This is an optimization exercise on Yosys and OpenROAD, whose aim is small area, a short achievable clock period and few clock cycles, not a production implementation.
In this exercise RTL edits were held to simulation tests only and were not proved equivalent to the original.

==> flow/design.v (excerpt) <==
module lottery_scheduler (
  input  logic           clk_i,
  input  logic           rst_ni,
  input  logic           in_valid_i,
  output logic           in_stall_o,
  input  logic [58:0]    in_req_i,
  output logic           out_valid_o,
  input  logic           out_stall_i,
  output logic [40:0]    out_res_o
);
clock: 8.0 ns
lec_check: 0
abc_area: 1
abc_clock_period_in_ps: 4000
cap_margin: 10
core_margin: 2
core_utilization: 40
setup_slack_margin: 2.5
slew_margin: 10
tns_end_percent: 5
run.sh (not shown) runs the stock make flow with config.mk's settings and CLKGATE_MAP_FILE= SYNTH_SCRIPT=/design/flow/synth_recipe.tcl, a recipe that flattens the netlist after the stock synthesis.
Testbench counts at the start, summed over its fixed seeds: cycles 30,578.
Then changed:
ABC_AREA = unset   (was 1)
CTS_BUF_LIST = sky130_fd_sc_hd__clkbuf_4 sky130_fd_sc_hd__clkbuf_8   (was unset)
SETUP_SLACK_MARGIN = 3.0   (was 2.5)
The new run went through all stages and came out clean.
Worst setup slack got worse by 380 ps.
Routed wire length fell by about a fifth.
Die area shrinks by a few percent.
Cell area went up slightly.
Register-to-register slack is worse by 400 ps.
Global-route usage goes down by 4.1 points.
Cell count drops by about a fifth.
Clock-buffer cell count is higher by 43.
Then changed:
ABC_AREA = 1   (was unset)
CTS_BUF_LIST = unset   (was sky130_fd_sc_hd__clkbuf_4 sky130_fd_sc_hd__clkbuf_8)
TNS_END_PERCENT = 0   (was 5)
=> Worst setup slack improves by 580 ps. Hold slack improves by 28 ps. Count of clock-buffer cells in the layout goes down by 52. Die area goes up by a few percent. Utilization goes down by 1.5 points. Fmax goes up by roughly a tenth. Critical path depth goes up by 1.
Then changed:
ABC_AREA = unset   (was 1)
ABC_CLOCK_PERIOD_IN_PS = 5000   (was 4000)
CAP_MARGIN = 20   (was 10)
SLEW_MARGIN = 20   (was 10)
TNS_END_PERCENT = 5   (was 0)
After rerunning: Non-clock buffer count is higher by 72. Wire length is lower by 20%. Worst setup slack degrades by 630 ps. Core utilization grows by 1.3 points.

---

Starting RTL as in the previous note.
## lottery_scheduler
module lottery_scheduler (
  input  logic           clk_i,
  input  logic           rst_ni,
  input  logic           in_valid_i,
  output logic           in_stall_o,
  input  logic [58:0]    in_req_i,
  output logic           out_valid_o,
  input  logic           out_stall_i,
  output logic [40:0]    out_res_o
);
Settings: LEC_CHECK=0, ABC_AREA=1, ABC_CLOCK_PERIOD_IN_PS=4000, CAP_MARGIN=10, CORE_MARGIN=2, CORE_UTILIZATION=40, SETUP_SLACK_MARGIN=3.5, SLEW_MARGIN=10, TNS_END_PERCENT=5; clock period 8.0 ns.
Testbench counts at the start, summed over its fixed seeds: cycles 30,578.
Edit:
--- a/flow/config.mk
+++ b/flow/config.mk
@@ -12,2 +12,2 @@
-export CORE_UTILIZATION = 40
-export SETUP_SLACK_MARGIN = 3.5
+export CORE_UTILIZATION = 48
+export SETUP_SLACK_MARGIN = 3.0
What happened:
- The changed run finished with timing, DRC and antenna clean
- routed wire length is lower by 6.6%
- final cell count is lower by 4.6%
- cell area is lower by 3.8%
- via count is lower by 0.99%
- first-iteration DRC count is lower by 15%
- die area is lower by 16%
- hold slack is better by 10 ps
Edit:
--- a/flow/config.mk
+++ b/flow/config.mk
@@ -8 +7,0 @@
-export ABC_AREA = 1
@@ -12,2 +11,2 @@
-export CORE_UTILIZATION = 48
-export SETUP_SLACK_MARGIN = 3.0
+export CORE_UTILIZATION = 40
+export SETUP_SLACK_MARGIN = 3.5
What happened:
- design area decreases by 3.4%
- global-route usage decreases by 11 points
- cell count decreases by 20%
Edit:
--- a/flow/config.mk
+++ b/flow/config.mk
@@ -7,0 +8 @@
+export ABC_AREA = 1
@@ -12 +13 @@
-export SETUP_SLACK_MARGIN = 3.5
+export SETUP_SLACK_MARGIN = 3.0
Result: Sequential cell count stays the same. Synthesized cell count increases by 41%. Final cell count rose by 28%. Critical path depth rises by 4. Register-to-register slack improves by 520 ps. Core utilization went down by 2.4 points. Setup slack is better by 520 ps. Routed wire length grows by 24%.
Edit:
--- a/flow/config.mk
+++ b/flow/config.mk
@@ -8,3 +8,2 @@
-export ABC_AREA = 1
-export ABC_CLOCK_PERIOD_IN_PS = 4000
-export CAP_MARGIN = 10
+export ABC_CLOCK_PERIOD_IN_PS = 5000
+export CAP_MARGIN = 20
@@ -14,2 +13 @@
-export SLEW_MARGIN = 10
-export TNS_END_PERCENT = 5
+export SLEW_MARGIN = 20
Utilization rises by 3.7 points.
Critical path depth falls by 4.
Hold slack is worse by 21 ps.
Synthesized cell count falls by 29%.
Fmax falls by 9.5%.
Die area falls by 6.2%.
Routed wire length falls by 16%.
Edit:
--- a/flow/config.mk
+++ b/flow/config.mk
@@ -8,2 +8,2 @@
-export ABC_CLOCK_PERIOD_IN_PS = 5000
-export CAP_MARGIN = 20
+export ABC_CLOCK_PERIOD_IN_PS = 4000
+export CAP_MARGIN = 10
@@ -13 +13,2 @@
-export SLEW_MARGIN = 20
+export SLEW_MARGIN = 10
+export TNS_END_PERCENT = 5
The changed run ran to the end with no violations.
Utilization came out lower by 1.6 points.
Flip-flop and latch count is unchanged.
Synthesized cell count does not change.
Design area came out lower by 3.2%.
Worst setup slack gains 43 ps.
Wire length came out lower by 4.3%.
Area after synthesis stays the same.
Cell count came out lower by 1.8%.
Clock skew came out higher by 35 ps.

re-timing with driven ports:
No port has a modelled driver above. Below, the same layouts with a new extraction and two added sets of constraints. Step 1 (the two cells are an assumption about what drives the block):
set clk [get_ports {clk_i}]
set_driving_cell -lib_cell sky130_fd_sc_hd__clkbuf_16 $clk
set_driving_cell -lib_cell sky130_fd_sc_hd__buf_2 [delete_from_list [all_inputs] $clk]
Step 2 adds t to the input delays and takes it off the output delays; t is the mean of the earliest and latest rising clock arrival at the registers after step 1. Input paths then give back, and output paths get back, about the clock's delay inside the block. Slacks: ideal ports / drivers / drivers and shift; pairs: ideal ports / drivers.
run | t (ns) | setup slack, ns | worst data-port slew with drivers (ns)
the first run of note 1 | 0.691 | 2.579 / 2.506 / 2.202 | 0.05
the second run of note 1 | 0.764 | 2.200 / 2.171 / 2.067 | 0.05
the third run of note 1 | 0.695 | 2.783 / 2.783 / 2.475 | 0.07
the fourth run of note 1 | 0.690 | 2.153 / 2.153 / 2.078 | 0.05
the first run of note 2 | 0.704 | 2.764 / 2.692 / 2.299 | 0.07
the second run of note 2 | 0.694 | 2.704 / 2.628 / 2.220 | 0.05
the third run of note 2 | 0.673 | 2.176 / 2.170 / 2.176 | 0.05
the fourth run of note 2 | 0.698 | 2.697 / 2.697 / 2.310 | 0.06
the fifth run of note 2 | 0.695 | 2.142 / 2.142 / 2.142 | 0.05
the sixth run of note 2 | 0.675 | 2.185 / 2.160 / 1.705 | 0.05
After both steps every run listed still meets setup and hold. The setup slack of the second run of note 2, which loses most, moves by -0.076 ns with the drivers and by -0.484 ns with both steps.
